Source: an optimization exercise on an open RTL-to-GDS flow (aim: small area, a short achievable clock period and few clock cycles per item). Production flows keep margins and buffers that such runs may drop. Only simulation tests tie the RTL to the original design; equivalence was not proved. Power and IR drop assume default switching activity.

<file path="run.sh">
#!/bin/bash
# synth_recipe.tcl (not shown) runs the flow's synth.tcl, then flattens the netlist and writes it again
# the make line also repeats each setting of config.mk as NAME=value (left out here)
make -C /OpenROAD-flow-scripts/flow DESIGN_CONFIG=/design/flow/config.mk WORK_HOME=/design/flow/orfs CLKGATE_MAP_FILE= SYNTH_SCRIPT=/design/flow/synth_recipe.tcl finish
</file>
<file path="config.mk">
export PLATFORM = sky130hd
export DESIGN_NAME = signed_int_to_radix_digits
export DESIGN_NICKNAME = signed_int_to_radix_digits
export VERILOG_FILES = /design/flow/design.v
export SDC_FILE = /design/flow/constraint.sdc
export NUM_CORES = 4
export LEC_CHECK = 0
export ABC_AREA = 1
export CAP_MARGIN = 20
export CORE_MARGIN = 2
export CORE_UTILIZATION = 40
export CTS_BUF_LIST = sky130_fd_sc_hd__clkbuf_4 sky130_fd_sc_hd__clkbuf_8
export SETUP_SLACK_MARGIN = 3.5
export SLEW_MARGIN = 20
</file>
<file path="constraint.sdc">
create_clock -name core_clock -period 8.0 [get_ports {clk}]
set_input_delay 1.6000 -clock core_clock [delete_from_list [all_inputs] [get_ports {clk}]]
set_output_delay 1.6000 -clock core_clock [all_outputs]
set_load 0.01 [all_outputs]
</file>
<file path="design.v">
`timescale 1ns / 1ps
`default_nettype none
package sirdig_pkg;
  localparam int VAL_W        = 32;
  localparam int CHAR_W       = 8;
  localparam int LEN_W        = 5;
  localparam int CFG_DATA_W   = 64;
  localparam int CFG_ADDR_W   = 5;
  localparam int ALPH_BYTES   = 16;
  localparam int MAX_BASE_DEF = 16;
  localparam int NSTAGE       = 8;    
  localparam int CHUNK        = 4;    
  localparam int NSLOT        = 32;   
  localparam int SLOT_W       = 5;
  localparam logic [CHAR_W-1:0] MINUS_CHAR = 8'h2D;
  localparam logic [CHAR_W-1:0] PLUS_CHAR  = 8'h2B;
  localparam logic [1:0] REG_BASE_LEN  = 2'd0;
  localparam logic [1:0] REG_ALPH_LOW  = 2'd1;
  localparam logic [1:0] REG_ALPH_HIGH = 2'd2;
  function automatic logic [5:0] nd_est(input logic [4:0] b, input logic [5:0] bl);
    logic [5:0] k;
    k = 6'd1;
    case (b)
      5'd2: case (bl)
          6'd5: k = 6'd2;
          6'd6: k = 6'd2;
          6'd7: k = 6'd2;
          6'd8: k = 6'd2;
          6'd9: k = 6'd3;
          6'd10: k = 6'd3;
          6'd11: k = 6'd3;
          6'd12: k = 6'd3;
          6'd13: k = 6'd4;
          6'd14: k = 6'd4;
          6'd15: k = 6'd4;
          6'd16: k = 6'd4;
          6'd17: k = 6'd5;
          6'd18: k = 6'd5;
          6'd19: k = 6'd5;
          6'd20: k = 6'd5;
          6'd21: k = 6'd6;
          6'd22: k = 6'd6;
          6'd23: k = 6'd6;
          6'd24: k = 6'd6;
          6'd25: k = 6'd7;
          6'd26: k = 6'd7;
          6'd27: k = 6'd7;
          6'd28: k = 6'd7;
          6'd29: k = 6'd8;
          6'd30: k = 6'd8;
          6'd31: k = 6'd8;
          6'd32: k = 6'd8;
          default: k = 6'd1;
        endcase
      5'd3: case (bl)
          6'd2: k = 6'd2;
          6'd3: k = 6'd2;
          6'd4: k = 6'd3;
          6'd5: k = 6'd4;
          6'd6: k = 6'd4;
          6'd7: k = 6'd5;
          6'd8: k = 6'd6;
          6'd9: k = 6'd6;
          6'd10: k = 6'd7;
          6'd11: k = 6'd7;
          6'd12: k = 6'd8;
          6'd13: k = 6'd9;
          6'd14: k = 6'd9;
          6'd15: k = 6'd10;
          6'd16: k = 6'd11;
          6'd17: k = 6'd11;
          6'd18: k = 6'd12;
          6'd19: k = 6'd12;
          6'd20: k = 6'd13;
          6'd21: k = 6'd14;
          6'd22: k = 6'd14;
          6'd23: k = 6'd15;
          6'd24: k = 6'd16;
          6'd25: k = 6'd16;
          6'd26: k = 6'd17;
          6'd27: k = 6'd18;
          6'd28: k = 6'd18;
          6'd29: k = 6'd19;
          6'd30: k = 6'd19;
          6'd31: k = 6'd20;
          6'd32: k = 6'd21;
          default: k = 6'd1;
        endcase
      5'd4: case (bl)
          6'd5: k = 6'd2;
          6'd6: k = 6'd2;
          6'd7: k = 6'd2;
          6'd8: k = 6'd2;
          6'd9: k = 6'd3;
          6'd10: k = 6'd3;
          6'd11: k = 6'd3;
          6'd12: k = 6'd3;
          6'd13: k = 6'd4;
          6'd14: k = 6'd4;
          6'd15: k = 6'd4;
          6'd16: k = 6'd4;
          6'd17: k = 6'd5;
          6'd18: k = 6'd5;
          6'd19: k = 6'd5;
          6'd20: k = 6'd5;
          6'd21: k = 6'd6;
          6'd22: k = 6'd6;
          6'd23: k = 6'd6;
          6'd24: k = 6'd6;
          6'd25: k = 6'd7;
          6'd26: k = 6'd7;
          6'd27: k = 6'd7;
          6'd28: k = 6'd7;
          6'd29: k = 6'd8;
          6'd30: k = 6'd8;
          6'd31: k = 6'd8;
          6'd32: k = 6'd8;
          default: k = 6'd1;
        endcase
      5'd5: case (bl)
          6'd3: k = 6'd2;
          6'd4: k = 6'd2;
          6'd5: k = 6'd3;
          6'd6: k = 6'd3;
          6'd7: k = 6'd4;
          6'd8: k = 6'd4;
          6'd9: k = 6'd4;
          6'd10: k = 6'd5;
          6'd11: k = 6'd5;
          6'd12: k = 6'd6;
          6'd13: k = 6'd6;
          6'd14: k = 6'd7;
          6'd15: k = 6'd7;
          6'd16: k = 6'd7;
          6'd17: k = 6'd8;
          6'd18: k = 6'd8;
          6'd19: k = 6'd9;
          6'd20: k = 6'd9;
          6'd21: k = 6'd10;
          6'd22: k = 6'd10;
          6'd23: k = 6'd10;
          6'd24: k = 6'd11;
          6'd25: k = 6'd11;
          6'd26: k = 6'd12;
          6'd27: k = 6'd12;
          6'd28: k = 6'd13;
          6'd29: k = 6'd13;
          6'd30: k = 6'd13;
          6'd31: k = 6'd14;
          6'd32: k = 6'd14;
          default: k = 6'd1;
        endcase
      5'd6: case (bl)
          6'd3: k = 6'd2;
          6'd4: k = 6'd2;
          6'd5: k = 6'd2;
          6'd6: k = 6'd3;
          6'd7: k = 6'd3;
          6'd8: k = 6'd4;
          6'd9: k = 6'd4;
          6'd10: k = 6'd4;
          6'd11: k = 6'd5;
          6'd12: k = 6'd5;
          6'd13: k = 6'd6;
          6'd14: k = 6'd6;
          6'd15: k = 6'd6;
          6'd16: k = 6'd7;
          6'd17: k = 6'd7;
          6'd18: k = 6'd7;
          6'd19: k = 6'd8;
          6'd20: k = 6'd8;
          6'd21: k = 6'd9;
          6'd22: k = 6'd9;
          6'd23: k = 6'd9;
          6'd24: k = 6'd10;
          6'd25: k = 6'd10;
          6'd26: k = 6'd11;
          6'd27: k = 6'd11;
          6'd28: k = 6'd11;
          6'd29: k = 6'd12;
          6'd30: k = 6'd12;
          6'd31: k = 6'd12;
          6'd32: k = 6'd13;
          default: k = 6'd1;
        endcase
      5'd7: case (bl)
          6'd3: k = 6'd2;
          6'd4: k = 6'd2;
          6'd5: k = 6'd2;
          6'd6: k = 6'd3;
          6'd7: k = 6'd3;
          6'd8: k = 6'd3;
          6'd9: k = 6'd4;
          6'd10: k = 6'd4;
          6'd11: k = 6'd4;
          6'd12: k = 6'd5;
          6'd13: k = 6'd5;
          6'd14: k = 6'd5;
          6'd15: k = 6'd6;
          6'd16: k = 6'd6;
          6'd17: k = 6'd7;
          6'd18: k = 6'd7;
          6'd19: k = 6'd7;
          6'd20: k = 6'd8;
          6'd21: k = 6'd8;
          6'd22: k = 6'd8;
          6'd23: k = 6'd9;
          6'd24: k = 6'd9;
          6'd25: k = 6'd9;
          6'd26: k = 6'd10;
          6'd27: k = 6'd10;
          6'd28: k = 6'd10;
          6'd29: k = 6'd11;
          6'd30: k = 6'd11;
          6'd31: k = 6'd12;
          6'd32: k = 6'd12;
          default: k = 6'd1;
        endcase
      5'd8: case (bl)
          6'd4: k = 6'd2;
          6'd5: k = 6'd2;
          6'd6: k = 6'd2;
          6'd7: k = 6'd3;
          6'd8: k = 6'd3;
          6'd9: k = 6'd3;
          6'd10: k = 6'd4;
          6'd11: k = 6'd4;
          6'd12: k = 6'd4;
          6'd13: k = 6'd5;
          6'd14: k = 6'd5;
          6'd15: k = 6'd5;
          6'd16: k = 6'd6;
          6'd17: k = 6'd6;
          6'd18: k = 6'd6;
          6'd19: k = 6'd7;
          6'd20: k = 6'd7;
          6'd21: k = 6'd7;
          6'd22: k = 6'd8;
          6'd23: k = 6'd8;
          6'd24: k = 6'd8;
          6'd25: k = 6'd9;
          6'd26: k = 6'd9;
          6'd27: k = 6'd9;
          6'd28: k = 6'd10;
          6'd29: k = 6'd10;
          6'd30: k = 6'd10;
          6'd31: k = 6'd11;
          6'd32: k = 6'd11;
          default: k = 6'd1;
        endcase
      5'd9: case (bl)
          6'd4: k = 6'd2;
          6'd5: k = 6'd2;
          6'd6: k = 6'd2;
          6'd7: k = 6'd3;
          6'd8: k = 6'd3;
          6'd9: k = 6'd3;
          6'd10: k = 6'd4;
          6'd11: k = 6'd4;
          6'd12: k = 6'd4;
          6'd13: k = 6'd5;
          6'd14: k = 6'd5;
          6'd15: k = 6'd5;
          6'd16: k = 6'd6;
          6'd17: k = 6'd6;
          6'd18: k = 6'd6;
          6'd19: k = 6'd6;
          6'd20: k = 6'd7;
          6'd21: k = 6'd7;
          6'd22: k = 6'd7;
          6'd23: k = 6'd8;
          6'd24: k = 6'd8;
          6'd25: k = 6'd8;
          6'd26: k = 6'd9;
          6'd27: k = 6'd9;
          6'd28: k = 6'd9;
          6'd29: k = 6'd10;
          6'd30: k = 6'd10;
          6'd31: k = 6'd10;
          6'd32: k = 6'd11;
          default: k = 6'd1;
        endcase
      5'd10: case (bl)
          6'd4: k = 6'd2;
          6'd5: k = 6'd2;
          6'd6: k = 6'd2;
          6'd7: k = 6'd3;
          6'd8: k = 6'd3;
          6'd9: k = 6'd3;
          6'd10: k = 6'd4;
          6'd11: k = 6'd4;
          6'd12: k = 6'd4;
          6'd13: k = 6'd4;
          6'd14: k = 6'd5;
          6'd15: k = 6'd5;
          6'd16: k = 6'd5;
          6'd17: k = 6'd6;
          6'd18: k = 6'd6;
          6'd19: k = 6'd6;
          6'd20: k = 6'd7;
          6'd21: k = 6'd7;
          6'd22: k = 6'd7;
          6'd23: k = 6'd7;
          6'd24: k = 6'd8;
          6'd25: k = 6'd8;
          6'd26: k = 6'd8;
          6'd27: k = 6'd9;
          6'd28: k = 6'd9;
          6'd29: k = 6'd9;
          6'd30: k = 6'd10;
          6'd31: k = 6'd10;
          6'd32: k = 6'd10;
          default: k = 6'd1;
        endcase
      5'd11: case (bl)
          6'd4: k = 6'd2;
          6'd5: k = 6'd2;
          6'd6: k = 6'd2;
          6'd7: k = 6'd3;
          6'd8: k = 6'd3;
          6'd9: k = 6'd3;
          6'd10: k = 6'd3;
          6'd11: k = 6'd4;
          6'd12: k = 6'd4;
          6'd13: k = 6'd4;
          6'd14: k = 6'd5;
          6'd15: k = 6'd5;
          6'd16: k = 6'd5;
          6'd17: k = 6'd5;
          6'd18: k = 6'd6;
          6'd19: k = 6'd6;
          6'd20: k = 6'd6;
          6'd21: k = 6'd7;
          6'd22: k = 6'd7;
          6'd23: k = 6'd7;
          6'd24: k = 6'd7;
          6'd25: k = 6'd8;
          6'd26: k = 6'd8;
          6'd27: k = 6'd8;
          6'd28: k = 6'd9;
          6'd29: k = 6'd9;
          6'd30: k = 6'd9;
          6'd31: k = 6'd9;
          6'd32: k = 6'd10;
          default: k = 6'd1;
        endcase
      5'd12: case (bl)
          6'd4: k = 6'd2;
          6'd5: k = 6'd2;
          6'd6: k = 6'd2;
          6'd7: k = 6'd2;
          6'd8: k = 6'd3;
          6'd9: k = 6'd3;
          6'd10: k = 6'd3;
          6'd11: k = 6'd4;
          6'd12: k = 6'd4;
          6'd13: k = 6'd4;
          6'd14: k = 6'd4;
          6'd15: k = 6'd5;
          6'd16: k = 6'd5;
          6'd17: k = 6'd5;
          6'd18: k = 6'd6;
          6'd19: k = 6'd6;
          6'd20: k = 6'd6;
          6'd21: k = 6'd6;
          6'd22: k = 6'd7;
          6'd23: k = 6'd7;
          6'd24: k = 6'd7;
          6'd25: k = 6'd7;
          6'd26: k = 6'd8;
          6'd27: k = 6'd8;
          6'd28: k = 6'd8;
          6'd29: k = 6'd9;
          6'd30: k = 6'd9;
          6'd31: k = 6'd9;
          6'd32: k = 6'd9;
          default: k = 6'd1;
        endcase
      5'd13: case (bl)
          6'd4: k = 6'd2;
          6'd5: k = 6'd2;
          6'd6: k = 6'd2;
          6'd7: k = 6'd2;
          6'd8: k = 6'd3;
          6'd9: k = 6'd3;
          6'd10: k = 6'd3;
          6'd11: k = 6'd3;
          6'd12: k = 6'd4;
          6'd13: k = 6'd4;
          6'd14: k = 6'd4;
          6'd15: k = 6'd5;
          6'd16: k = 6'd5;
          6'd17: k = 6'd5;
          6'd18: k = 6'd5;
          6'd19: k = 6'd6;
          6'd20: k = 6'd6;
          6'd21: k = 6'd6;
          6'd22: k = 6'd6;
          6'd23: k = 6'd7;
          6'd24: k = 6'd7;
          6'd25: k = 6'd7;
          6'd26: k = 6'd8;
          6'd27: k = 6'd8;
          6'd28: k = 6'd8;
          6'd29: k = 6'd8;
          6'd30: k = 6'd9;
          6'd31: k = 6'd9;
          6'd32: k = 6'd9;
          default: k = 6'd1;
        endcase
      5'd14: case (bl)
          6'd4: k = 6'd2;
          6'd5: k = 6'd2;
          6'd6: k = 6'd2;
          6'd7: k = 6'd2;
          6'd8: k = 6'd3;
          6'd9: k = 6'd3;
          6'd10: k = 6'd3;
          6'd11: k = 6'd3;
          6'd12: k = 6'd4;
          6'd13: k = 6'd4;
          6'd14: k = 6'd4;
          6'd15: k = 6'd4;
          6'd16: k = 6'd5;
          6'd17: k = 6'd5;
          6'd18: k = 6'd5;
          6'd19: k = 6'd5;
          6'd20: k = 6'd6;
          6'd21: k = 6'd6;
          6'd22: k = 6'd6;
          6'd23: k = 6'd7;
          6'd24: k = 6'd7;
          6'd25: k = 6'd7;
          6'd26: k = 6'd7;
          6'd27: k = 6'd8;
          6'd28: k = 6'd8;
          6'd29: k = 6'd8;
          6'd30: k = 6'd8;
          6'd31: k = 6'd9;
          6'd32: k = 6'd9;
          default: k = 6'd1;
        endcase
      5'd15: case (bl)
          6'd4: k = 6'd2;
          6'd5: k = 6'd2;
          6'd6: k = 6'd2;
          6'd7: k = 6'd2;
          6'd8: k = 6'd3;
          6'd9: k = 6'd3;
          6'd10: k = 6'd3;
          6'd11: k = 6'd3;
          6'd12: k = 6'd4;
          6'd13: k = 6'd4;
          6'd14: k = 6'd4;
          6'd15: k = 6'd4;
          6'd16: k = 6'd5;
          6'd17: k = 6'd5;
          6'd18: k = 6'd5;
          6'd19: k = 6'd5;
          6'd20: k = 6'd6;
          6'd21: k = 6'd6;
          6'd22: k = 6'd6;
          6'd23: k = 6'd6;
          6'd24: k = 6'd7;
          6'd25: k = 6'd7;
          6'd26: k = 6'd7;
          6'd27: k = 6'd7;
          6'd28: k = 6'd8;
          6'd29: k = 6'd8;
          6'd30: k = 6'd8;
          6'd31: k = 6'd8;
          6'd32: k = 6'd9;
          default: k = 6'd1;
        endcase
      5'd16: case (bl)
          6'd5: k = 6'd2;
          6'd6: k = 6'd2;
          6'd7: k = 6'd2;
          6'd8: k = 6'd2;
          6'd9: k = 6'd3;
          6'd10: k = 6'd3;
          6'd11: k = 6'd3;
          6'd12: k = 6'd3;
          6'd13: k = 6'd4;
          6'd14: k = 6'd4;
          6'd15: k = 6'd4;
          6'd16: k = 6'd4;
          6'd17: k = 6'd5;
          6'd18: k = 6'd5;
          6'd19: k = 6'd5;
          6'd20: k = 6'd5;
          6'd21: k = 6'd6;
          6'd22: k = 6'd6;
          6'd23: k = 6'd6;
          6'd24: k = 6'd6;
          6'd25: k = 6'd7;
          6'd26: k = 6'd7;
          6'd27: k = 6'd7;
          6'd28: k = 6'd7;
          6'd29: k = 6'd8;
          6'd30: k = 6'd8;
          6'd31: k = 6'd8;
          6'd32: k = 6'd8;
          default: k = 6'd1;
        endcase
      default: k = 6'd1;
    endcase
    nd_est = k;
  endfunction
endpackage
`default_nettype wire
`timescale 1ns / 1ps
`default_nettype none
module sirdig_div #(
  parameter int STAGE = 0
) (
  input  logic                          clk,
  input  logic                          rst_n,
  input  logic                          v_in,
  input  logic                          first_in,    
  input  logic                          pre_first,   
  input  logic                          pre_tag,     
  input  logic                          tag_in,      
  input  logic                          last_in,     
  input  logic [3:0]                    u_in,
  input  logic [sirdig_pkg::CHUNK-1:0]  xa,          
  input  logic [sirdig_pkg::CHUNK-1:0]  xb,          
  input  logic                          pre_new,     
  input  logic [sirdig_pkg::CHUNK-1:0]  xnew,        
  input  logic [3:0]                    k0,
  input  logic [3:0]                    k1,
  input  logic [3:0]                    k0p,         
  input  logic [3:0]                    k1p,         
  input  logic                          odd,
  output logic                          v_out,
  output logic                          first_out,
  output logic                          tag_out,
  output logic                          last_out,
  output logic [3:0]                    u_out
);
  logic [sirdig_pkg::CHUNK-1:0] q_r;    
  logic [sirdig_pkg::CHUNK-1:0] dvd;
  logic [sirdig_pkg::CHUNK-1:0] q_nxt;
  logic [3:0]                   u_nxt;
  function automatic logic [3:0] add2v(input logic [2:0] v, input logic [3:0] kk);
    logic c2, c3;
    c2 = v[0] & kk[1];
    c3 = (v[1] & kk[2]) | (v[1] & c2) | (kk[2] & c2);
    add2v = {v[2] ^ kk[3] ^ c3, v[1] ^ kk[2] ^ c2, v[0] ^ kk[1], kk[0]};
  endfunction
  always_comb begin
    logic [3:0] u;
    logic       c;
    logic       x;
    logic [3:0] kk0, kk1;
    dvd = q_r;
    u   = u_in;
    for (int i = sirdig_pkg::CHUNK - 1; i >= 0; i--) begin
      x        = dvd[i];
      kk0      = x ? k0p : k0;
      kk1      = x ? k1p : k1;
      c        = u[3] | (odd & x & u[2] & u[1] & u[0]);
      q_nxt[i] = c;
      u        = c ? add2v(u[2:0], kk1) : add2v(u[2:0], kk0);
    end
    u_nxt = u;
  end
  always_ff @(posedge clk) begin
    if (!rst_n) begin
      v_out <= 1'b0;
    end else begin
      v_out <= v_in;
    end
  end
  always_ff @(posedge clk) begin
    if (pre_first) begin
      q_r <= pre_new ? xnew : (pre_tag ? xb : xa);
    end else if (v_in) begin
      q_r <= q_nxt;
    end
    u_out     <= u_nxt;
    first_out <= first_in;
    tag_out   <= tag_in;
    last_out  <= last_in;
  end
endmodule
`default_nettype wire
`timescale 1ns / 1ps
`default_nettype none
module sirdig_achk #(
  parameter int MAX_BASE = sirdig_pkg::MAX_BASE_DEF
) (
  input  logic                                        clk,
  input  logic                                        rst_n,
  input  logic                                        restart,
  input  logic [sirdig_pkg::LEN_W-1:0]                len,
  input  logic [MAX_BASE-1:0][sirdig_pkg::CHAR_W-1:0] alph,
  input  logic [sirdig_pkg::CHAR_W-1:0]               row_char,
  output logic [$clog2(MAX_BASE)-1:0]                 row,
  output logic                                        done,
  output logic                                        ok
);
  localparam int DIG_W = $clog2(MAX_BASE);
  logic             row_bad;
  logic [sirdig_pkg::CHAR_W-1:0] rc_r;     
  logic [DIG_W-1:0] rowd_r;
  logic             vld_r;
  logic             last_row;
  logic             len_ok;
  assign len_ok = (len >= sirdig_pkg::LEN_W'(2)) && (len <= sirdig_pkg::LEN_W'(MAX_BASE));
  always_comb begin
    row_bad = (rc_r == sirdig_pkg::PLUS_CHAR) || (rc_r == sirdig_pkg::MINUS_CHAR);
    for (int b = 1; b < MAX_BASE; b++) begin
      if ((sirdig_pkg::LEN_W'(b) < len) && (DIG_W'(b) > rowd_r) && (alph[b] == rc_r)) begin
        row_bad = 1'b1;
      end
    end
    last_row = ({{(sirdig_pkg::LEN_W-DIG_W){1'b0}}, rowd_r} == (len - sirdig_pkg::LEN_W'(1)));
  end
  always_ff @(posedge clk) begin
    rc_r   <= row_char;
    rowd_r <= row;
  end
  always_ff @(posedge clk) begin
    if (!rst_n || restart) begin
      done  <= 1'b0;
      ok    <= 1'b0;
      row   <= '0;
      vld_r <= 1'b0;
    end else if (!done) begin
      vld_r <= 1'b1;
      row   <= row + DIG_W'(1);
      if (!len_ok || (vld_r && row_bad)) begin
        done <= 1'b1;
        ok   <= 1'b0;
      end else if (vld_r && last_row) begin
        done <= 1'b1;
        ok   <= 1'b1;
      end
    end
  end
endmodule
`default_nettype wire
`timescale 1ns / 1ps
`default_nettype none
module signed_int_to_radix_digits #(
  parameter int MAX_BASE = sirdig_pkg::MAX_BASE_DEF
) (
  input  logic                                  clk,
  input  logic                                  rst_n,
  input  logic                                  start,
  output logic                                  busy,
  input  logic signed [sirdig_pkg::VAL_W-1:0]   in_value,
  output logic                                  out_strobe,
  output logic [sirdig_pkg::CHAR_W-1:0]         out_character,
  output logic                                  out_last,
  input  logic                                  psel,
  input  logic                                  penable,
  input  logic                                  pwrite,
  input  logic [sirdig_pkg::CFG_ADDR_W-1:0]     paddr,
  input  logic [sirdig_pkg::CFG_DATA_W-1:0]     pwdata,
  output logic [sirdig_pkg::CFG_DATA_W-1:0]     prdata,
  output logic                                  pready
);
  localparam int NS    = sirdig_pkg::NSTAGE;
  localparam int CW    = sirdig_pkg::CHUNK;
  localparam int SW    = sirdig_pkg::SLOT_W;
  localparam int NSLOT = sirdig_pkg::NSLOT;
  localparam int DIG_W = $clog2(MAX_BASE);
  logic [sirdig_pkg::LEN_W-1:0]      len_r;
  logic [sirdig_pkg::CFG_DATA_W-1:0] alow_r;
  logic [sirdig_pkg::CFG_DATA_W-1:0] ahigh_r;
  logic [MAX_BASE-1:0][sirdig_pkg::CHAR_W-1:0] alph;
  logic                  cfg_wr;
  logic                  flush_n;
  assign alph   = {ahigh_r, alow_r};
  assign pready = 1'b1;
  assign cfg_wr = psel && penable && pwrite;
  always_ff @(posedge clk) begin
    if (!rst_n) begin
      len_r   <= '0;
      alow_r  <= '0;
      ahigh_r <= '0;
    end else if (cfg_wr) begin
      case (paddr[4:3])
        sirdig_pkg::REG_BASE_LEN:  len_r   <= pwdata[sirdig_pkg::LEN_W-1:0];
        sirdig_pkg::REG_ALPH_LOW:  alow_r  <= pwdata;
        sirdig_pkg::REG_ALPH_HIGH: ahigh_r <= pwdata;
        default:       ;
      endcase
    end
  end
  always_comb begin
    case (paddr[4:3])
      sirdig_pkg::REG_BASE_LEN:  prdata = {{(sirdig_pkg::CFG_DATA_W-sirdig_pkg::LEN_W){1'b0}}, len_r};
      sirdig_pkg::REG_ALPH_LOW:  prdata = alow_r;
      sirdig_pkg::REG_ALPH_HIGH: prdata = ahigh_r;
      default:       prdata = '0;
    endcase
  end
  logic [3:0] k0_r, k1_r, dlt_r;
  logic       odd_r, m2_r, m4_r;
  always_ff @(posedge clk) begin
    logic [4:0] beff;
    logic [4:0] dl;
    beff  = ((len_r == 5'd2) || (len_r == 5'd4)) ? 5'd16 : len_r;
    dl    = (5'd16 - beff) >> 1;
    dlt_r <= dl[3:0];
    k0_r  <= 4'(5'd0 - dl);
    k1_r  <= 4'(5'd0 - dl - beff);
    odd_r <= beff[0];
    m2_r  <= (len_r == 5'd2);
    m4_r  <= (len_r == 5'd4);
  end
  logic             chk_done, chk_ok;
  logic [DIG_W-1:0] chk_row;
  logic [3:0]       alph_sel;
  logic [sirdig_pkg::CHAR_W-1:0] alph_char;
  assign alph_char = alph[alph_sel];
  sirdig_achk #(.MAX_BASE(MAX_BASE)) u_achk (
    .clk      (clk),
    .rst_n    (rst_n),
    .restart  (cfg_wr),
    .len      (len_r),
    .alph     (alph),
    .row_char (alph_char),
    .row      (chk_row),
    .done     (chk_done),
    .ok       (chk_ok)
  );
  logic [1:0][sirdig_pkg::VAL_W-1:0] xm_r;    
  logic [1:0]            xn_r;      
  logic [1:0]            xf_r;      
  logic [1:0]            xs_r;      
  logic                  wr_p, rd_p;
  logic [1:0]            x_free;    
  logic                  accept;
  assign busy   = xf_r[wr_p] && !x_free[wr_p];
  assign accept = start && !busy;
  logic [sirdig_pkg::VAL_W-1:0] yin;    
  assign yin = in_value[sirdig_pkg::VAL_W-1] ? (sirdig_pkg::VAL_W'(~in_value) + sirdig_pkg::VAL_W'(1))
                                             : sirdig_pkg::VAL_W'(in_value);
  always_ff @(posedge clk) begin
    if (accept) begin
      xn_r[wr_p] <= in_value[sirdig_pkg::VAL_W-1];
      xm_r[wr_p] <= yin;
    end
  end
  logic [5:0]  icnt_r;        
  logic [5:0]  occ_r;         
  logic [2:0]  push_p, cmp_p, pop_p;    
  logic        issue, istart;
  logic        i_last;
  logic [5:0]  nde;
  logic [1:0][5:0] xd_r;      
  logic [1:0]      xdv_r;     
  logic            nw_r;      
  logic            nwp_r;     
  logic [5:0]      bly_r;     
  logic            pw_r;      
  logic [5:0]      ndw;
  always_ff @(posedge clk) begin
    logic [sirdig_pkg::VAL_W-1:0] y, sm;
    logic [5:0] b;
    y = in_value[sirdig_pkg::VAL_W-1] ? sirdig_pkg::VAL_W'(~in_value) : sirdig_pkg::VAL_W'(in_value);
    b = '0;
    for (int i = 0; i < sirdig_pkg::VAL_W; i++) begin
      if (y[i]) b = 6'(i + 1);
    end
    sm[sirdig_pkg::VAL_W-1] = y[sirdig_pkg::VAL_W-1];
    for (int i = sirdig_pkg::VAL_W - 2; i >= 0; i--) begin
      sm[i] = sm[i+1] | y[i];
    end
    bly_r <= b;
    pw_r  <= in_value[sirdig_pkg::VAL_W-1] && (sm == y);
  end
  always_comb begin
    ndw = sirdig_pkg::nd_est(len_r, bly_r + 6'(pw_r));
    nde = xdv_r[rd_p] ? xd_r[rd_p] : ndw;
  end
  always_ff @(posedge clk) begin
    if (nw_r) xd_r[nwp_r] <= ndw;
    nwp_r <= wr_p;
  end
  always_comb begin
    logic room;
    room   = (occ_r < 6'(NSLOT));
    issue  = 1'b0;
    istart = 1'b0;
    i_last = 1'b0;
    if (icnt_r != '0) begin
      issue  = room;
      i_last = (icnt_r == 6'd1);
    end else if (xf_r[rd_p] && (xdv_r[rd_p] || (nw_r && (nwp_r == rd_p))) && !xs_r[rd_p] &&
                 ((push_p - pop_p) != 3'd4) && room) begin
      issue  = 1'b1;
      istart = 1'b1;
      i_last = (nde == 6'd1);
    end
  end
  logic [NS-1:0]      sv, sf, st, sl;
  logic               pre0;        
  logic               rd_nx;       
  assign pre0  = istart ? (nde == 6'd1) : (issue ? (icnt_r == 6'd1) : (icnt_r == '0));
  assign rd_nx = istart ? !rd_p : rd_p;
  logic [NS-1:0][3:0] su;
  for (genvar s = 0; s < NS; s++) begin : g_stage
    sirdig_div #(.STAGE(s)) u_stage (
      .clk       (clk),
      .rst_n     (flush_n),
      .v_in      ((s == 0) ? issue  : sv[(s == 0) ? 0 : s-1]),
      .first_in  ((s == 0) ? istart : sf[(s == 0) ? 0 : s-1]),
      .pre_first ((s == 0) ? pre0 : (s == 1) ? istart : (sv[(s < 2) ? 0 : s-2] && sf[(s < 2) ? 0 : s-2])),
      .pre_tag   ((s == 0) ? rd_nx : (s == 1) ? rd_p : st[(s < 2) ? 0 : s-2]),
      .pre_new   ((s == 0) ? (accept && (wr_p == rd_nx)) : 1'b0),
      .xnew      (yin[sirdig_pkg::VAL_W-1-CW*s -: CW]),
      .tag_in    ((s == 0) ? rd_p   : st[(s == 0) ? 0 : s-1]),
      .last_in   ((s == 0) ? i_last : sl[(s == 0) ? 0 : s-1]),
      .u_in      ((s == 0) ? dlt_r  : su[(s == 0) ? 0 : s-1]),
      .xa        (xm_r[0][sirdig_pkg::VAL_W-1-CW*s -: CW]),
      .xb        (xm_r[1][sirdig_pkg::VAL_W-1-CW*s -: CW]),
      .k0        (k0_r),
      .k1        (k1_r),
      .k0p       (k0_r + 4'd1),
      .k1p       (k1_r + 4'd1),
      .odd       (odd_r),
      .v_out     (sv[s]),
      .first_out (sf[s]),
      .tag_out   (st[s]),
      .last_out  (sl[s]),
      .u_out     (su[s])
    );
  end
  assign x_free[0] = sv[NS-2] && sf[NS-2] && !st[NS-2];
  assign x_free[1] = sv[NS-2] && sf[NS-2] &&  st[NS-2];
  logic [3:0]       d_neg;
  logic [3:0][SW-1:0] d_top;
  logic [3:0][1:0]    d_sub;     
  logic [3:0]    slot_r [NSLOT];
  logic [SW-1:0] wp_r;
  logic [3:0]    wdig;
  logic          wspur;
  assign wdig  = su[NS-1] - dlt_r;
  assign wspur = sl[NS-1] && !sf[NS-1] && (su[NS-1] == dlt_r);    
  always_ff @(posedge clk) begin
    if (sv[NS-1] && !wspur) begin
      slot_r[wp_r] <= wdig;
    end
  end
  logic          act_r, sgn_r;
  logic [SW-1:0] rp_r, bp_r, nbase_r;
  logic [1:0]    sub_r;
  logic [3:0]    rdig, idx;
  logic          r_lastbeat, item_end, ready, load, byp;
  logic [SW-1:0] ltop, lcnt, wtop;
  logic [1:0]    lsub;
  logic [1:0]    wsub;
  logic [5:0]    freed;
  logic          esgn;      
  logic [SW-1:0] skipn_r;
  logic          fb;        
  logic          fneg, fsingle;
  logic [3:0]    idx0;
  assign rdig       = slot_r[rp_r];
  assign r_lastbeat = (rp_r == bp_r) && (sub_r == 2'd0);
  assign item_end   = act_r && !sgn_r && r_lastbeat;
  assign wtop       = wspur ? (wp_r - SW'(1)) : wp_r;
  assign byp        = (cmp_p == pop_p) && sv[NS-1] && sl[NS-1];
  assign ready      = ((cmp_p != pop_p) || byp) && chk_done;
  assign load       = ready && (!act_r || item_end);
  assign ltop       = byp ? wtop : d_top[pop_p[1:0]];
  assign esgn       = !act_r && !load && (push_p != pop_p) && d_neg[pop_p[1:0]] && chk_done && chk_ok;
  assign lsub       = byp ? wsub : d_sub[pop_p[1:0]];
  assign lcnt       = ltop - nbase_r + SW'(1);
  assign fb         = load && byp && !act_r && !wspur && chk_ok;
  assign fneg       = d_neg[pop_p[1:0]];
  assign fsingle    = (wp_r == nbase_r) && (wsub == 2'd0);
  always_comb begin
    if (m2_r)      idx = {3'b0, rdig[sub_r]};
    else if (m4_r) idx = {2'b0, sub_r[0] ? rdig[3:2] : rdig[1:0]};
    else           idx = rdig;
    if (m2_r)      wsub = wdig[3] ? 2'd3 : wdig[2] ? 2'd2 : wdig[1] ? 2'd1 : 2'd0;
    else if (m4_r) wsub = (wdig[3:2] != 2'd0) ? 2'd1 : 2'd0;
    else           wsub = 2'd0;
    if (m2_r)      idx0 = {3'b0, wdig[wsub]};
    else if (m4_r) idx0 = {2'b0, wsub[0] ? wdig[3:2] : wdig[1:0]};
    else           idx0 = wdig;
    alph_sel = !chk_done ? chk_row : (fb ? idx0 : idx);
    freed = item_end ? {1'b0, nbase_r - bp_r} : 6'd0;    
  end
  logic                  out_strobe_r;
  logic [sirdig_pkg::CHAR_W-1:0] out_character_r;
  logic                  out_last_r;
  assign flush_n = rst_n && !cfg_wr;
  always_ff @(posedge clk) begin
    if (!flush_n) begin
      xf_r    <= '0;
      xs_r    <= '0;
      wr_p    <= 1'b0;
      rd_p    <= 1'b0;
      icnt_r  <= '0;
      nw_r    <= 1'b0;
      xdv_r   <= '0;
      occ_r   <= '0;
      skipn_r <= '0;
      push_p  <= '0;
      cmp_p   <= '0;
      pop_p   <= '0;
      wp_r    <= '0;
      act_r   <= 1'b0;
      sgn_r   <= 1'b0;
      nbase_r <= '0;
      out_strobe_r <= 1'b0;
    end else begin
      for (int k = 0; k < 2; k++) begin
        if (x_free[k]) xf_r[k] <= 1'b0;
      end
      nw_r <= accept;
      if (nw_r) xdv_r[nwp_r] <= 1'b1;
      if (accept) begin
        xf_r[wr_p]  <= 1'b1;
        xs_r[wr_p]  <= 1'b0;
        xdv_r[wr_p] <= 1'b0;
        wr_p        <= !wr_p;
      end
      if (istart) begin
        xs_r[rd_p]               <= 1'b1;
        rd_p                     <= !rd_p;
        icnt_r                   <= nde - 6'd1;
        d_neg[push_p[1:0]]       <= xn_r[rd_p];
      end
      if (esgn) begin
        d_neg[pop_p[1:0]]        <= 1'b0;
      end
      if (istart) begin
        push_p                   <= push_p + 3'd1;
      end else if (issue) begin
        icnt_r <= icnt_r - 6'd1;
      end
      occ_r   <= occ_r + 6'(issue) - 6'(sv[NS-1] && wspur) - freed - 6'(skipn_r);
      skipn_r <= ((load && !chk_ok) || (fb && !fneg && fsingle)) ? lcnt : '0;
      if (sv[NS-1]) begin
        if (!wspur) wp_r <= wp_r + SW'(1);
        if (sl[NS-1]) begin
          d_top[cmp_p[1:0]]  <= wtop;
          d_sub[cmp_p[1:0]]  <= wsub;
          cmp_p              <= cmp_p + 3'd1;
        end
      end
      out_strobe_r <= act_r || esgn || fb;
      if (act_r) begin
        if (sgn_r) begin
          sgn_r <= 1'b0;
        end else if (!r_lastbeat) begin
          if (sub_r != 2'd0) begin
            sub_r <= sub_r - 2'd1;
          end else begin
            rp_r  <= rp_r - SW'(1);
            sub_r <= m2_r ? 2'd3 : (m4_r ? 2'd1 : 2'd0);
          end
        end
      end
      if (item_end) act_r <= 1'b0;
      if (load) begin
        pop_p   <= pop_p + 3'd1;
        nbase_r <= ltop + SW'(1);
        if (chk_ok) begin
          act_r  <= 1'b1;
          sgn_r  <= d_neg[pop_p[1:0]];
          rp_r   <= ltop;
          bp_r   <= nbase_r;
          sub_r  <= lsub;
        end
        if (fb) begin
          sgn_r <= 1'b0;
          if (!fneg) begin
            if (fsingle) begin
              act_r   <= 1'b0;
            end else if (lsub != 2'd0) begin
              sub_r <= lsub - 2'd1;
            end else begin
              rp_r  <= ltop - SW'(1);
              sub_r <= m2_r ? 2'd3 : (m4_r ? 2'd1 : 2'd0);
            end
          end
        end
      end
    end
  end
  always_ff @(posedge clk) begin
    out_character_r <= (act_r ? sgn_r : (!fb || fneg)) ? sirdig_pkg::MINUS_CHAR : alph_char;
    out_last_r      <= act_r ? (!sgn_r && r_lastbeat) : (fb && !fneg && fsingle);
  end
  assign out_strobe    = out_strobe_r;
  assign out_character = out_character_r;
  assign out_last      = out_last_r;
endmodule
`default_nettype wire
</file>
==> summary.md, run 1 <==
| Metric | Value |
|---|---|
| Setup TNS | 0 ps |
| Critical-path cell list | clkdlybuf4s15_1, inv_2, nor2_4, clkinv_4, buf_4, buf_16, o22ai_1, clkbuf_2 |
| Status | finished clean |
| Syn_area_per_cell | 7.56 µm² |
| DP Wirelength | 84200 µm |
| Iteration-0 DRC Markers | 3655 |
| Worst skew pair latency | 780 ps |
| Grt met2 use | 38.9% |
| Pre-Repair DR Iteration Count | 6 |
| Largest net degree at the start of global routing | 106 |
| Hold Crit Class | reg2reg |
| Layout Nets | 5512 |
| Vias per cell | 5.45 |
| Pins over their slew limit | 0 |
| FFs w/ async S/R, synth | 0% |
| TritonCTS buffer count | 103 |
| Commonest non-fill, non-tap cell in the layout | nand2_1 |
| Post-synthesis cell type count | 73 |
| Worst setup SP type | input pin |
| Vias in the first global route | 33.6k |
| RSZ-0062 raised after global routing | yes |
| Pre-CTS setup slack | 1960 ps |
| Crit Path Max Fanout | 15 |
| Synth warnings | 10 |
| Total power | 0.0157 W |
| Row cnt | 113 |
| Leakage power | 18.1 nW |
| Relative slew margins | 27.3% |
| PwrDens | 349 mW/mm² |
| Skew final | 69.5 ps |
| Most frequent cells in the layout | nand2_1 (994), o21ai_0 (610), inv_1 (564), nor2_1 (444), dfxtp_1 (290) |
| Clock buffer depth | 3 |
| Crit path kind | in2out |
| Via count | 36.0k |
| Clk sinks | 580 |
| CP Capture Type | output port |
| Clock network power share | 20.4% |
| CTS tree | yes |
| Layout cell share with drive strength beyond 1 | 12.3% |
| Post-route non-filler standard cell count | 6601 |
| Final cycle utilization of the critical path | 55.6% |
| Global Route met1 Usage | 34.3% |
| Share of total power in combinational logic | 54.3% |
| Max Cap Viol | 0 |
| Synthesis-to-layout area growth | 17.6% |
| P_sw | 0.00698 W |
| Mapped Nets | 5338 |
| Hold_buf cts | 0 |
| Fmax | 225 MHz |
| FILL cells | 9429 |
| Sequential power share | 25.2% |
| Synth Instances | 5071 |
| Inst Count DP | 6318 |
| Routed WL | 128000 µm |
| Die area | 0.0983 mm² |
| Final ANT Viol Nets | 0 |
| H-tree depth | 3 |
| Worst EP arrival | 2850 ps |
| Internal power | 0.00875 W |
| Final hold vios | 0 |
| Final setup fails | 0 |
| DR WL/cell | 19.3 µm |
| GPL Wtd Cong | 0.953 |
| GR peak layer | met2 |
| Mapped cell area | 0.0383 mm² |
| Root Buffer | clkbuf_8 |
| Clock-pin slew on the worst setup and hold paths | 50 ps |
| Final min period | 4450 ps |
| Die span in y | 313 µm |
| Sw Share | 44.4% |
| Slowest CP cell | o22ai_1 |
| Tot GR Track Use | 25.0% |
| GR Util met3 | 4.24% |
| Ports | 183 |
| Worst vdd ir | 238 µV |
| WP data required | 6400 ps |
| Final core utilization | 47.4% |
| Final WS setup | 3550 ps |
| Worst Tran Pin Value | 1080 ps |
| Global-route wire length before repair | 194000 µm |
| Die Span X | 313 µm |
| Initial core utilization | 40.3% |
| Seq cells post-synth | 580 |
| Max incr delay on CP | 240 ps |
| EDFF count, synth | 282 |
| Post-route DRC | 0 |
| Initial antenna violation count | 1 |
| Register area share after synthesis | 37.7% |
| Core Region | 0.0950 mm² |
| Top_reg_cell synth | dfxtp_1 |
| Remaining global-route overflow | 0 |
| Port bufs | 178 |
-- through the flow --
stage               instance area (µm²)  hold slack (ps)
floorplan                         38300              310
global placement                  41100              310
detailed placement                41100              312
CTS                               44300              325
global route                      45100              330
finish                            45100              325
-- final timing paths --
kind                                                           from                                  end  slack, ps  cells past startpoint
worst min-delay path            g_stage[5].u_stage.last_out$_DFF_P_  g_stage[6].u_stage.last_out$_DFF_P_        330                      0
worst max register to register                     dlt_r[0]$_DFF_P_  g_stage[0].u_stage.u_out[3]$_DFF_P_       3700                     21
worst max-delay path                                       paddr[4]                           prdata[59]       3550                      8
worst min register to register  g_stage[5].u_stage.last_out$_DFF_P_  g_stage[6].u_stage.last_out$_DFF_P_        330                      0
-- cells in the mapped netlist (25+ instances only) --
cell type | n | area share, %
nand2_1 | 1008 | 9.9
o21ai_0 | 632 | 8.3
inv_1 | 578 | 5.7
nor2_1 | 459 | 4.5
dfxtp_1 | 298 | 16
edfxtp_1 | 282 | 22
a21oi_1 | 253 | 3.3
nand3_1 | 237 | 3.1
clkbuf_1 | 185 | 1.8
xor2_1 | 165 | 3.8
xnor2_1 | 131 | 3.0
o22ai_1 | 98 | 1.6
ha_1 | 87 | 2.8
fa_1 | 73 | 3.8
nor3_1 | 47 | 0.61
o211ai_1 | 47 | 0.92
buf_2 | 36 | 0.47
o21ai_1 | 34 | 0.44
nand4_1 | 29 | 0.47
nor4_1 | 28 | 0.46
a31oi_1 | 26 | 0.42
nand2_2 | 25 | 0.41
o221ai_1 | 25 | 0.57
-- worst max-delay path, delay by kind of cell --
| kind | cells | cell delay, ps |
|---|---|---|
| AND/OR/NAND/NOR | 1 | 120 |
| AO/OA/AOI/OAI | 1 | 240 |
| buffers and inverters | 6 | 890 |
-- layer usage --
layer	wire, µm	vias to the layer above
met4	5600	0
met2	56600	1535
li1	-	17293
met1	54800	16790
met5	0	-
met3	10700	348
-- flip-flops by register name (all words and copies together), names as in the netlist, 12 cells and up, named ones only --
name	count
g_stage.u_stage.q_r	32
slot_r	128
xm_r	64
d_top	20
g_stage.u_stage.u_out	32
ahigh_r	64
alow_r	64
xd_r	12
-- power by group through the flow --
stage | Sequential [W] | Combinational, W | Clock (W)
after detailed placement | 0.00402 | 0.00753 | 0
after CTS | 0.00396 | 0.00769 | 0.00327
after global routing | 0.00400 | 0.00952 | 0.00340
after floorplan | 0.00391 | 0.00582 | 0
after global placement | 0.00402 | 0.00745 | 0
final | 0.00397 | 0.00854 | 0.00321
-- cell type report --
cell class                      count  area (µm²)  area share, %
Timing Repair inverter              2        12.5         0.0278
Multi-Input combinational cell   3628       21300           47.4
Tap cell                         1265        1580           3.51
Timing Repair Buffer              314        2890           6.41
Clock inverter                     50         602           1.34
Clock buffer                      145        1810           4.03
Antenna cell                        1        2.50        0.00555
Inverter                          616        2370           5.26
Sequential cell                   580       14500           32.1
-- timing repair --
item,CTS,global route
endpoints found under the setup margin,124,121
pin swaps,9,41
gates cloned,9,4
setup buffers,22,52
resized for setup,256,195
hold endpoints to repair,0,0
-- kinds of logic (layout without fill, tap and decap cells) --
| kind of cell | after synthesis | in the layout | share of synthesized area [%] |
|---|---|---|---|
| and+or+nand+nor | 1904 | 1906 | 20.9 |
| AOI/OAI and AO/OA | 1235 | 1235 | 18.2 |
| buffers and inverters | 865 | 1127 | 8.70 |
| DFF | 580 | 580 | 37.7 |
| xor gates and xnor gates | 310 | 310 | 7.36 |
| adders and majority gates | 160 | 160 | 6.66 |
| muxes | 16 | 16 | 0.454 |
| other | 1 | 2 | 0.00979 |
Testbench counts, summed over its fixed seeds: cycles 29,403, items 3,078.
==> run 2, diff against run 1 <==
--- a/design.v
+++ b/design.v
@@ -8,8 +8,7 @@
   localparam int CFG_ADDR_W   = 5;
   localparam int ALPH_BYTES   = 16;
   localparam int MAX_BASE_DEF = 16;
-  localparam int NSTAGE       = 8;    
-  localparam int CHUNK        = 4;    
+  localparam int NSTAGE       = 11;   
   localparam int NSLOT        = 32;   
   localparam int SLOT_W       = 5;
   localparam logic [CHAR_W-1:0] MINUS_CHAR = 8'h2D;
@@ -512,21 +511,19 @@
 `timescale 1ns / 1ps
 `default_nettype none
 module sirdig_div #(
-  parameter int STAGE = 0
+  parameter int STAGE = 0,
+  parameter int CW    = 3
 ) (
   input  logic                          clk,
   input  logic                          rst_n,
   input  logic                          v_in,
   input  logic                          first_in,    
-  input  logic                          pre_first,   
-  input  logic                          pre_tag,     
-  input  logic                          tag_in,      
+  input  logic [1:0]                    tag_in,      
   input  logic                          last_in,     
   input  logic [3:0]                    u_in,
-  input  logic [sirdig_pkg::CHUNK-1:0]  xa,          
-  input  logic [sirdig_pkg::CHUNK-1:0]  xb,          
-  input  logic                          pre_new,     
-  input  logic [sirdig_pkg::CHUNK-1:0]  xnew,        
+  input  logic                          pre_first,   
+  input  logic [1:0]                    pre_tag,     
+  input  logic [2:0][CW-1:0]            xc,          
   input  logic [3:0]                    k0,
   input  logic [3:0]                    k1,
   input  logic [3:0]                    k0p,         
@@ -534,14 +531,14 @@
   input  logic                          odd,
   output logic                          v_out,
   output logic                          first_out,
-  output logic                          tag_out,
+  output logic [1:0]                    tag_out,
   output logic                          last_out,
   output logic [3:0]                    u_out
 );
-  logic [sirdig_pkg::CHUNK-1:0] q_r;    
-  logic [sirdig_pkg::CHUNK-1:0] dvd;
-  logic [sirdig_pkg::CHUNK-1:0] q_nxt;
-  logic [3:0]                   u_nxt;
+  logic [CW-1:0] q_r;    
+  logic [CW-1:0] dvd;
+  logic [CW-1:0] q_nxt;
+  logic [3:0]    u_nxt;
   function automatic logic [3:0] add2v(input logic [2:0] v, input logic [3:0] kk);
     logic c2, c3;
     c2 = v[0] & kk[1];
@@ -555,7 +552,7 @@
     logic [3:0] kk0, kk1;
     dvd = q_r;
     u   = u_in;
-    for (int i = sirdig_pkg::CHUNK - 1; i >= 0; i--) begin
+    for (int i = CW - 1; i >= 0; i--) begin
       x        = dvd[i];
       kk0      = x ? k0p : k0;
       kk1      = x ? k1p : k1;
@@ -574,7 +571,7 @@
   end
   always_ff @(posedge clk) begin
     if (pre_first) begin
-      q_r <= pre_new ? xnew : (pre_tag ? xb : xa);
+      q_r <= xc[pre_tag];
     end else if (v_in) begin
       q_r <= q_nxt;
     end
@@ -663,7 +660,6 @@
   output logic                                  pready
 );
   localparam int NS    = sirdig_pkg::NSTAGE;
-  localparam int CW    = sirdig_pkg::CHUNK;
   localparam int SW    = sirdig_pkg::SLOT_W;
   localparam int NSLOT = sirdig_pkg::NSLOT;
   localparam int DIG_W = $clog2(MAX_BASE);
@@ -698,7 +694,7 @@
       default:       prdata = '0;
     endcase
   end
-  logic [3:0] k0_r, k1_r, dlt_r;
+  logic [3:0] k0_r, k1_r, k0p_r, k1p_r, dlt_r;
   logic       odd_r, m2_r, m4_r;
   always_ff @(posedge clk) begin
     logic [4:0] beff;
@@ -708,6 +704,8 @@
     dlt_r <= dl[3:0];
     k0_r  <= 4'(5'd0 - dl);
     k1_r  <= 4'(5'd0 - dl - beff);
+    k0p_r <= 4'(5'd1 - dl);
+    k1p_r <= 4'(5'd1 - dl - beff);
     odd_r <= beff[0];
     m2_r  <= (len_r == 5'd2);
     m4_r  <= (len_r == 5'd4);
@@ -728,22 +726,20 @@
     .done     (chk_done),
     .ok       (chk_ok)
   );
-  logic [1:0][sirdig_pkg::VAL_W-1:0] xm_r;    
-  logic [1:0]            xn_r;      
-  logic [1:0]            xf_r;      
-  logic [1:0]            xs_r;      
-  logic                  wr_p, rd_p;
-  logic [1:0]            x_free;    
+  logic [2:0][sirdig_pkg::VAL_W-1:0] xm_r;    
+  logic [2:0]            xn_r;      
+  logic [2:0]            xf_r;      
+  logic [2:0]            xs_r;      
+  logic [1:0]            wr_p, rd_p;    
+  logic [2:0]            x_free;    
   logic                  accept;
   assign busy   = xf_r[wr_p] && !x_free[wr_p];
   assign accept = start && !busy;
-  logic [sirdig_pkg::VAL_W-1:0] yin;    
-  assign yin = in_value[sirdig_pkg::VAL_W-1] ? (sirdig_pkg::VAL_W'(~in_value) + sirdig_pkg::VAL_W'(1))
-                                             : sirdig_pkg::VAL_W'(in_value);
   always_ff @(posedge clk) begin
     if (accept) begin
       xn_r[wr_p] <= in_value[sirdig_pkg::VAL_W-1];
-      xm_r[wr_p] <= yin;
+      xm_r[wr_p] <= in_value[sirdig_pkg::VAL_W-1] ? (sirdig_pkg::VAL_W'(~in_value) + sirdig_pkg::VAL_W'(1))
+                                                  : sirdig_pkg::VAL_W'(in_value);
     end
   end
   logic [5:0]  icnt_r;        
@@ -752,31 +748,21 @@
   logic        issue, istart;
   logic        i_last;
   logic [5:0]  nde;
-  logic [1:0][5:0] xd_r;      
-  logic [1:0]      xdv_r;     
+  logic [5:0]  bl;
+  logic [sirdig_pkg::VAL_W-1:0] xsel;
+  logic [2:0][5:0] xd_r;      
+  logic [2:0]      xdv_r;     
   logic            nw_r;      
-  logic            nwp_r;     
-  logic [5:0]      bly_r;     
-  logic            pw_r;      
+  logic [1:0]      nwp_r;     
   logic [5:0]      ndw;
-  always_ff @(posedge clk) begin
-    logic [sirdig_pkg::VAL_W-1:0] y, sm;
-    logic [5:0] b;
-    y = in_value[sirdig_pkg::VAL_W-1] ? sirdig_pkg::VAL_W'(~in_value) : sirdig_pkg::VAL_W'(in_value);
-    b = '0;
+  always_comb begin
+    xsel = xm_r[nwp_r];
+    bl   = '0;
     for (int i = 0; i < sirdig_pkg::VAL_W; i++) begin
-      if (y[i]) b = 6'(i + 1);
-    end
-    sm[sirdig_pkg::VAL_W-1] = y[sirdig_pkg::VAL_W-1];
-    for (int i = sirdig_pkg::VAL_W - 2; i >= 0; i--) begin
-      sm[i] = sm[i+1] | y[i];
+      if (xsel[i]) bl = 6'(i + 1);
     end
-    bly_r <= b;
-    pw_r  <= in_value[sirdig_pkg::VAL_W-1] && (sm == y);
-  end
-  always_comb begin
-    ndw = sirdig_pkg::nd_est(len_r, bly_r + 6'(pw_r));
-    nde = xdv_r[rd_p] ? xd_r[rd_p] : ndw;
+    ndw = sirdig_pkg::nd_est(len_r, bl);
+    nde = xd_r[rd_p];
   end
   always_ff @(posedge clk) begin
     if (nw_r) xd_r[nwp_r] <= ndw;
@@ -791,38 +777,35 @@
     if (icnt_r != '0) begin
       issue  = room;
       i_last = (icnt_r == 6'd1);
-    end else if (xf_r[rd_p] && (xdv_r[rd_p] || (nw_r && (nwp_r == rd_p))) && !xs_r[rd_p] &&
-                 ((push_p - pop_p) != 3'd4) && room) begin
+    end else if (xf_r[rd_p] && xdv_r[rd_p] && !xs_r[rd_p] && ((push_p - pop_p) != 3'd4) && room) begin
       issue  = 1'b1;
       istart = 1'b1;
       i_last = (nde == 6'd1);
     end
   end
-  logic [NS-1:0]      sv, sf, st, sl;
+  logic [NS-1:0]      sv, sf, sl;
+  logic [NS-1:0][1:0] st;
   logic               pre0;        
-  logic               rd_nx;       
-  assign pre0  = istart ? (nde == 6'd1) : (issue ? (icnt_r == 6'd1) : (icnt_r == '0));
-  assign rd_nx = istart ? !rd_p : rd_p;
+  logic [1:0]         rd_nx;       
   logic [NS-1:0][3:0] su;
   for (genvar s = 0; s < NS; s++) begin : g_stage
-    sirdig_div #(.STAGE(s)) u_stage (
+    localparam int CWS = (s == 0) ? 2 : 3;
+    localparam int TOP = (s == 0) ? 31 : 32 - 3 * s;
+    sirdig_div #(.STAGE(s), .CW(CWS)) u_stage (
       .clk       (clk),
       .rst_n     (flush_n),
       .v_in      ((s == 0) ? issue  : sv[(s == 0) ? 0 : s-1]),
       .first_in  ((s == 0) ? istart : sf[(s == 0) ? 0 : s-1]),
       .pre_first ((s == 0) ? pre0 : (s == 1) ? istart : (sv[(s < 2) ? 0 : s-2] && sf[(s < 2) ? 0 : s-2])),
       .pre_tag   ((s == 0) ? rd_nx : (s == 1) ? rd_p : st[(s < 2) ? 0 : s-2]),
-      .pre_new   ((s == 0) ? (accept && (wr_p == rd_nx)) : 1'b0),
-      .xnew      (yin[sirdig_pkg::VAL_W-1-CW*s -: CW]),
       .tag_in    ((s == 0) ? rd_p   : st[(s == 0) ? 0 : s-1]),
       .last_in   ((s == 0) ? i_last : sl[(s == 0) ? 0 : s-1]),
       .u_in      ((s == 0) ? dlt_r  : su[(s == 0) ? 0 : s-1]),
-      .xa        (xm_r[0][sirdig_pkg::VAL_W-1-CW*s -: CW]),
-      .xb        (xm_r[1][sirdig_pkg::VAL_W-1-CW*s -: CW]),
+      .xc        ({xm_r[2][TOP -: CWS], xm_r[1][TOP -: CWS], xm_r[0][TOP -: CWS]}),
       .k0        (k0_r),
       .k1        (k1_r),
-      .k0p       (k0_r + 4'd1),
-      .k1p       (k1_r + 4'd1),
+      .k0p       (k0p_r),
+      .k1p       (k1p_r),
       .odd       (odd_r),
       .v_out     (sv[s]),
       .first_out (sf[s]),
@@ -831,8 +814,14 @@
       .u_out     (su[s])
     );
   end
-  assign x_free[0] = sv[NS-2] && sf[NS-2] && !st[NS-2];
-  assign x_free[1] = sv[NS-2] && sf[NS-2] &&  st[NS-2];
+  for (genvar k = 0; k < 3; k++) begin : g_free
+    assign x_free[k] = sv[NS-3] && sf[NS-3] && (st[NS-3] == 2'(k));
+  end
+  function automatic logic [1:0] p3inc(input logic [1:0] p);
+    p3inc = (p == 2'd2) ? 2'd0 : p + 2'd1;
+  endfunction
+  assign pre0  = istart ? (nde == 6'd1) : (issue ? (icnt_r == 6'd1) : (icnt_r == '0));
+  assign rd_nx = istart ? p3inc(rd_p) : rd_p;
   logic [3:0]       d_neg;
   logic [3:0][SW-1:0] d_top;
   logic [3:0][1:0]    d_sub;     
@@ -841,7 +830,7 @@
   logic [3:0]    wdig;
   logic          wspur;
   assign wdig  = su[NS-1] - dlt_r;
-  assign wspur = sl[NS-1] && !sf[NS-1] && (su[NS-1] == dlt_r);    
+  assign wspur = sl[NS-1] && !sf[NS-1] && (wdig == 4'd0);
   always_ff @(posedge clk) begin
     if (sv[NS-1] && !wspur) begin
       slot_r[wp_r] <= wdig;
@@ -850,31 +839,19 @@
   logic          act_r, sgn_r;
   logic [SW-1:0] rp_r, bp_r, nbase_r;
   logic [1:0]    sub_r;
+  logic [SW-1:0] curn_r;
   logic [3:0]    rdig, idx;
-  logic          r_lastbeat, item_end, ready, load, byp;
-  logic [SW-1:0] ltop, lcnt, wtop;
-  logic [1:0]    lsub;
+  logic          r_lastbeat, item_end, ready, load;
+  logic [SW-1:0] ltop, lcnt;
   logic [1:0]    wsub;
   logic [5:0]    freed;
-  logic          esgn;      
-  logic [SW-1:0] skipn_r;
-  logic          fb;        
-  logic          fneg, fsingle;
-  logic [3:0]    idx0;
   assign rdig       = slot_r[rp_r];
   assign r_lastbeat = (rp_r == bp_r) && (sub_r == 2'd0);
   assign item_end   = act_r && !sgn_r && r_lastbeat;
-  assign wtop       = wspur ? (wp_r - SW'(1)) : wp_r;
-  assign byp        = (cmp_p == pop_p) && sv[NS-1] && sl[NS-1];
-  assign ready      = ((cmp_p != pop_p) || byp) && chk_done;
+  assign ready      = (cmp_p != pop_p) && chk_done;
   assign load       = ready && (!act_r || item_end);
-  assign ltop       = byp ? wtop : d_top[pop_p[1:0]];
-  assign esgn       = !act_r && !load && (push_p != pop_p) && d_neg[pop_p[1:0]] && chk_done && chk_ok;
-  assign lsub       = byp ? wsub : d_sub[pop_p[1:0]];
+  assign ltop       = d_top[pop_p[1:0]];
   assign lcnt       = ltop - nbase_r + SW'(1);
-  assign fb         = load && byp && !act_r && !wspur && chk_ok;
-  assign fneg       = d_neg[pop_p[1:0]];
-  assign fsingle    = (wp_r == nbase_r) && (wsub == 2'd0);
   always_comb begin
     if (m2_r)      idx = {3'b0, rdig[sub_r]};
     else if (m4_r) idx = {2'b0, sub_r[0] ? rdig[3:2] : rdig[1:0]};
@@ -882,11 +859,10 @@
     if (m2_r)      wsub = wdig[3] ? 2'd3 : wdig[2] ? 2'd2 : wdig[1] ? 2'd1 : 2'd0;
     else if (m4_r) wsub = (wdig[3:2] != 2'd0) ? 2'd1 : 2'd0;
     else           wsub = 2'd0;
-    if (m2_r)      idx0 = {3'b0, wdig[wsub]};
-    else if (m4_r) idx0 = {2'b0, wsub[0] ? wdig[3:2] : wdig[1:0]};
-    else           idx0 = wdig;
-    alph_sel = !chk_done ? chk_row : (fb ? idx0 : idx);
-    freed = item_end ? {1'b0, nbase_r - bp_r} : 6'd0;    
+    alph_sel = chk_done ? idx : chk_row;
+    freed = '0;
+    if (item_end) freed = freed + 6'(curn_r);
+    if (load && !chk_ok) freed = freed + 6'(lcnt);
   end
   logic                  out_strobe_r;
   logic [sirdig_pkg::CHAR_W-1:0] out_character_r;
@@ -896,13 +872,12 @@
     if (!flush_n) begin
       xf_r    <= '0;
       xs_r    <= '0;
-      wr_p    <= 1'b0;
-      rd_p    <= 1'b0;
+      wr_p    <= '0;
+      rd_p    <= '0;
       icnt_r  <= '0;
       nw_r    <= 1'b0;
       xdv_r   <= '0;
       occ_r   <= '0;
-      skipn_r <= '0;
       push_p  <= '0;
       cmp_p   <= '0;
       pop_p   <= '0;
@@ -912,7 +887,7 @@
       nbase_r <= '0;
       out_strobe_r <= 1'b0;
     end else begin
-      for (int k = 0; k < 2; k++) begin
+      for (int k = 0; k < 3; k++) begin
         if (x_free[k]) xf_r[k] <= 1'b0;
       end
       nw_r <= accept;
@@ -921,33 +896,27 @@
         xf_r[wr_p]  <= 1'b1;
         xs_r[wr_p]  <= 1'b0;
         xdv_r[wr_p] <= 1'b0;
-        wr_p        <= !wr_p;
+        wr_p        <= p3inc(wr_p);
       end
       if (istart) begin
         xs_r[rd_p]               <= 1'b1;
-        rd_p                     <= !rd_p;
+        rd_p                     <= p3inc(rd_p);
         icnt_r                   <= nde - 6'd1;
         d_neg[push_p[1:0]]       <= xn_r[rd_p];
-      end
-      if (esgn) begin
-        d_neg[pop_p[1:0]]        <= 1'b0;
-      end
-      if (istart) begin
         push_p                   <= push_p + 3'd1;
       end else if (issue) begin
         icnt_r <= icnt_r - 6'd1;
       end
-      occ_r   <= occ_r + 6'(issue) - 6'(sv[NS-1] && wspur) - freed - 6'(skipn_r);
-      skipn_r <= ((load && !chk_ok) || (fb && !fneg && fsingle)) ? lcnt : '0;
+      occ_r <= occ_r + 6'(issue) - 6'(sv[NS-1] && wspur) - freed;
       if (sv[NS-1]) begin
         if (!wspur) wp_r <= wp_r + SW'(1);
         if (sl[NS-1]) begin
-          d_top[cmp_p[1:0]]  <= wtop;
+          d_top[cmp_p[1:0]]  <= wspur ? (wp_r - SW'(1)) : wp_r;
           d_sub[cmp_p[1:0]]  <= wsub;
           cmp_p              <= cmp_p + 3'd1;
         end
       end
-      out_strobe_r <= act_r || esgn || fb;
+      out_strobe_r <= act_r;
       if (act_r) begin
         if (sgn_r) begin
           sgn_r <= 1'b0;
@@ -969,27 +938,15 @@
           sgn_r  <= d_neg[pop_p[1:0]];
           rp_r   <= ltop;
           bp_r   <= nbase_r;
-          sub_r  <= lsub;
-        end
-        if (fb) begin
-          sgn_r <= 1'b0;
-          if (!fneg) begin
-            if (fsingle) begin
-              act_r   <= 1'b0;
-            end else if (lsub != 2'd0) begin
-              sub_r <= lsub - 2'd1;
-            end else begin
-              rp_r  <= ltop - SW'(1);
-              sub_r <= m2_r ? 2'd3 : (m4_r ? 2'd1 : 2'd0);
-            end
-          end
+          sub_r  <= d_sub[pop_p[1:0]];
+          curn_r <= lcnt;
         end
       end
     end
   end
   always_ff @(posedge clk) begin
-    out_character_r <= (act_r ? sgn_r : (!fb || fneg)) ? sirdig_pkg::MINUS_CHAR : alph_char;
-    out_last_r      <= act_r ? (!sgn_r && r_lastbeat) : (fb && !fneg && fsingle);
+    out_character_r <= sgn_r ? sirdig_pkg::MINUS_CHAR : alph_char;
+    out_last_r      <= !sgn_r && r_lastbeat;
   end
   assign out_strobe    = out_strobe_r;
   assign out_character = out_character_r;
--- a/config.mk
+++ b/config.mk
@@ -9,6 +9,5 @@
 export CAP_MARGIN = 20
 export CORE_MARGIN = 2
 export CORE_UTILIZATION = 40
-export CTS_BUF_LIST = sky130_fd_sc_hd__clkbuf_4 sky130_fd_sc_hd__clkbuf_8
 export SETUP_SLACK_MARGIN = 3.5
 export SLEW_MARGIN = 20
==> run 2 against run 1 <==
Against the previous run: clock skew shrank 36 ps; sequential cell count up 78; sequential share of layout area increased by 2.2 points; design area rose by 6.5%; fmax decreased by 2.3%; synthesized cell count rose by 4.8%; power shrank 5.9%; non-clock buffer count shrank 17; clock-buffer cell count down 37; core utilization shrank 0.26 points; global-route usage grew 1.2 points; worst setup slack got worse by 110 ps; largest power group unchanged; highest routed layer is now met5.
==> summary.md, run 2 <==
| Metric | Value |
|---|---|
| Core Region | 0.102 mm² |
| H-tree depth | 3 |
| Worst skew pair latency | 650 ps |
| Synth top area share | 23.9% |
| EDFF count, synth | 326 |
| Worst EP arrival | 4940 ps |
| TritonCTS buffer count | 77 |
| Port bufs | 178 |
| Relative slew margins | 21.2% |
| Layout Nets | 5646 |
| Most frequent cells in the layout | nand2_1 (947), o21ai_0 (694), inv_1 (587), nor2_1 (450), edfxtp_1 (326) |
| Final WS setup | 3450 ps |
| Setup TNS | 0 ps |
| Met2 Wirelength | 63800 µm |
| DR WL/cell | 20.7 µm |
| Slowest CP cell | dfxtp_4 |
| Die area | 0.105 mm² |
| Die span in y | 324 µm |
| Routed WL | 141000 µm |
| Worst Tran Pin Value | 1180 ps |
| Max incr delay on CP | 400 ps |
| Max Cap Viol | 0 |
| Worst setup SP type | register |
| Final cycle utilization of the critical path | 56.9% |
| RSZ-0062 raised after global routing | yes |
| DP Area | 0.0437 mm² |
| Post-route DRC | 0 |
| Final min period | 4550 ps |
| Iteration-0 DRC Markers | 3886 |
| Via count | 38.1k |
| DR top layer | met5 |
| Synth warnings | 13 |
| Synthesis-to-layout area growth | 17.0% |
| Leakage power | 19.0 nW |
| Root Buffer | clkbuf_16 |
| Met3 wire len | 11800 µm |
| Largest registers | slot_r (128), xm_r (96) |
| Ports | 183 |
| Yosys top cell by area | edfxtp_1 |
| Clock-pin slew on the worst setup and hold paths | 60 ps |
| Status | finished clean |
| Pre-Repair DR Iteration Count | 7 |
| Tot GR Track Use | 26.1% |
| Fmax | 220 MHz |
| GPL Wtd Cong | 0.965 |
| Die Span X | 324 µm |
| Global-route wire length before repair | 212000 µm |
| Crit path kind | reg2reg |
| Area of the multi-input gates | 0.0219 mm² |
| Final ANT Viol Nets | 0 |
| Final hold vios | 0 |
| Initial core utilization | 40.3% |
| Post-synthesis cell type count | 60 |
| Top-count cell post-synth | nand2_1 |
| Top_reg_cell synth | dfxtp_1 |
| Pre-CTS setup slack | 2170 ps |
| Syn_area_per_cell | 7.72 µm² |
| CTS tree | yes |
| WP data required | 8390 ps |
| Mapped Nets | 5574 |
| PwrDens | 308 mW/mm² |
| Synth Instances | 5313 |
| Mapped cell area | 0.0410 mm² |
| Most flop-heavy register | slot_r |
| WL met1 | 60600 µm |
| Post-route cell area | 0.0480 mm² |
| DP Wirelength | 94100 µm |
| Remaining global-route overflow | 0 |
| CP Capture Type | register |
| Hold Crit Class | reg2reg |
| Largest net degree at the start of global routing | 105 |
==> run 2: changes by cell type after synthesis, moves of 16 or more <==
cell      change
o211ai_1     +35
mux2i_1      +45
nand3_1      -54
inv_1        +32
nand2_1      -45
clkbuf_1     +68
xnor2_1      -25
o22ai_1      +87
dfxtp_1      +34
o21ai_0      +77
a21oi_1      +41
o21ai_2      -16
edfxtp_1     +44
==> run 2: power breakdown <==
group / internal (W) / switching [W]
Sequential: 0.00426 / 0.000398
Clock: 0.00208 / 0.00150
Combinational: 0.00243 / 0.00413
==> run 2: layout make-up <==
| type | instances | area share (%) |
|---|---|---|
| antenna | 2 | 0.0104 |
| clock buffer | 108 | 4.55 |
| clock inverter | 34 | 0.753 |
| inverter | 637 | 5.12 |
| multi-input combinational | 3710 | 45.6 |
| sequential | 658 | 34.3 |
| tap | 1368 | 3.57 |
| timing repair buffer | 297 | 6.04 |
| timing repair inverter | 4 | 0.0548 |
==> run 2: path summary, 6_finish.rpt <==
| kind | from | to | slack [ps] | cells past startpoint |
|---|---|---|---|---|
| hold / removal | g_stage[4].u_stage.last_out$_DFF_P_ | g_stage[5].u_stage.last_out$_DFF_P_ | 330 | 0 |
| setup reg to reg | nwp_r[0]$_DFF_P_ | xd_r[16]$_DFFE_PP_ | 3450 | 50 |
| setup / recovery | nwp_r[0]$_DFF_P_ | xd_r[16]$_DFFE_PP_ | 3450 | 50 |
| hold reg to reg | g_stage[4].u_stage.last_out$_DFF_P_ | g_stage[5].u_stage.last_out$_DFF_P_ | 330 | 0 |
==> run 2: critical path, delay by kind of cell (launching register included) <==
kind	cells	cell delay (ps)
and+or+nand+nor	43	3060
buffers and inverters	5	540
DFF	1	400
adders and majority gates	1	160
AOI/OAI and AO/OA	1	140
==> run 2: logic make-up after synthesis <==
logic type      synth area share (%)
mux                             1.25
other cells                  0.00914
flops                           40.1
fa+ha+maj                       5.98
simple gates                    17.3
compound gates                  20.5
buf+inv                         8.96
xor+xnor                        5.96
==> run 2: through the flow <==
| stage | power, W | utilization, % |
|---|---|---|
| 6_report | 0.0148 | 47.2 |
| 2_1_floorplan | 0.00921 | - |
| 3_3_place_gp | 0.0108 | 42.9 |
| 4_1_cts | 0.0146 | 46.6 |
| 3_5_place_dp | 0.0109 | 42.9 |
| 5_1_grt | 0.0157 | 47.2 |
==> run 2: timing repair <==
action                     in CTS  in global routing
resized for setup             350                105
hold endpoints to repair        0                  0
setup endpoints to repair     147                 99
pin swaps                      17                 42
setup buffers                  33                 21
cloned                         10                  4
hold buffers                    0                  0
==> run 2: per-layer routing <==
| layer | vias to the layer above | GRT usage [%] |
|---|---|---|
| met4 | 2 | 8.71 |
| met2 | 1689 | 41.6 |
| met5 | - | 0 |
| met3 | 350 | 4.46 |
| met1 | 17949 | 36.0 |
| li1 | 18117 | - |
Testbench counts of run 2, summed over its fixed seeds: cycles 31,167, items 3,078.
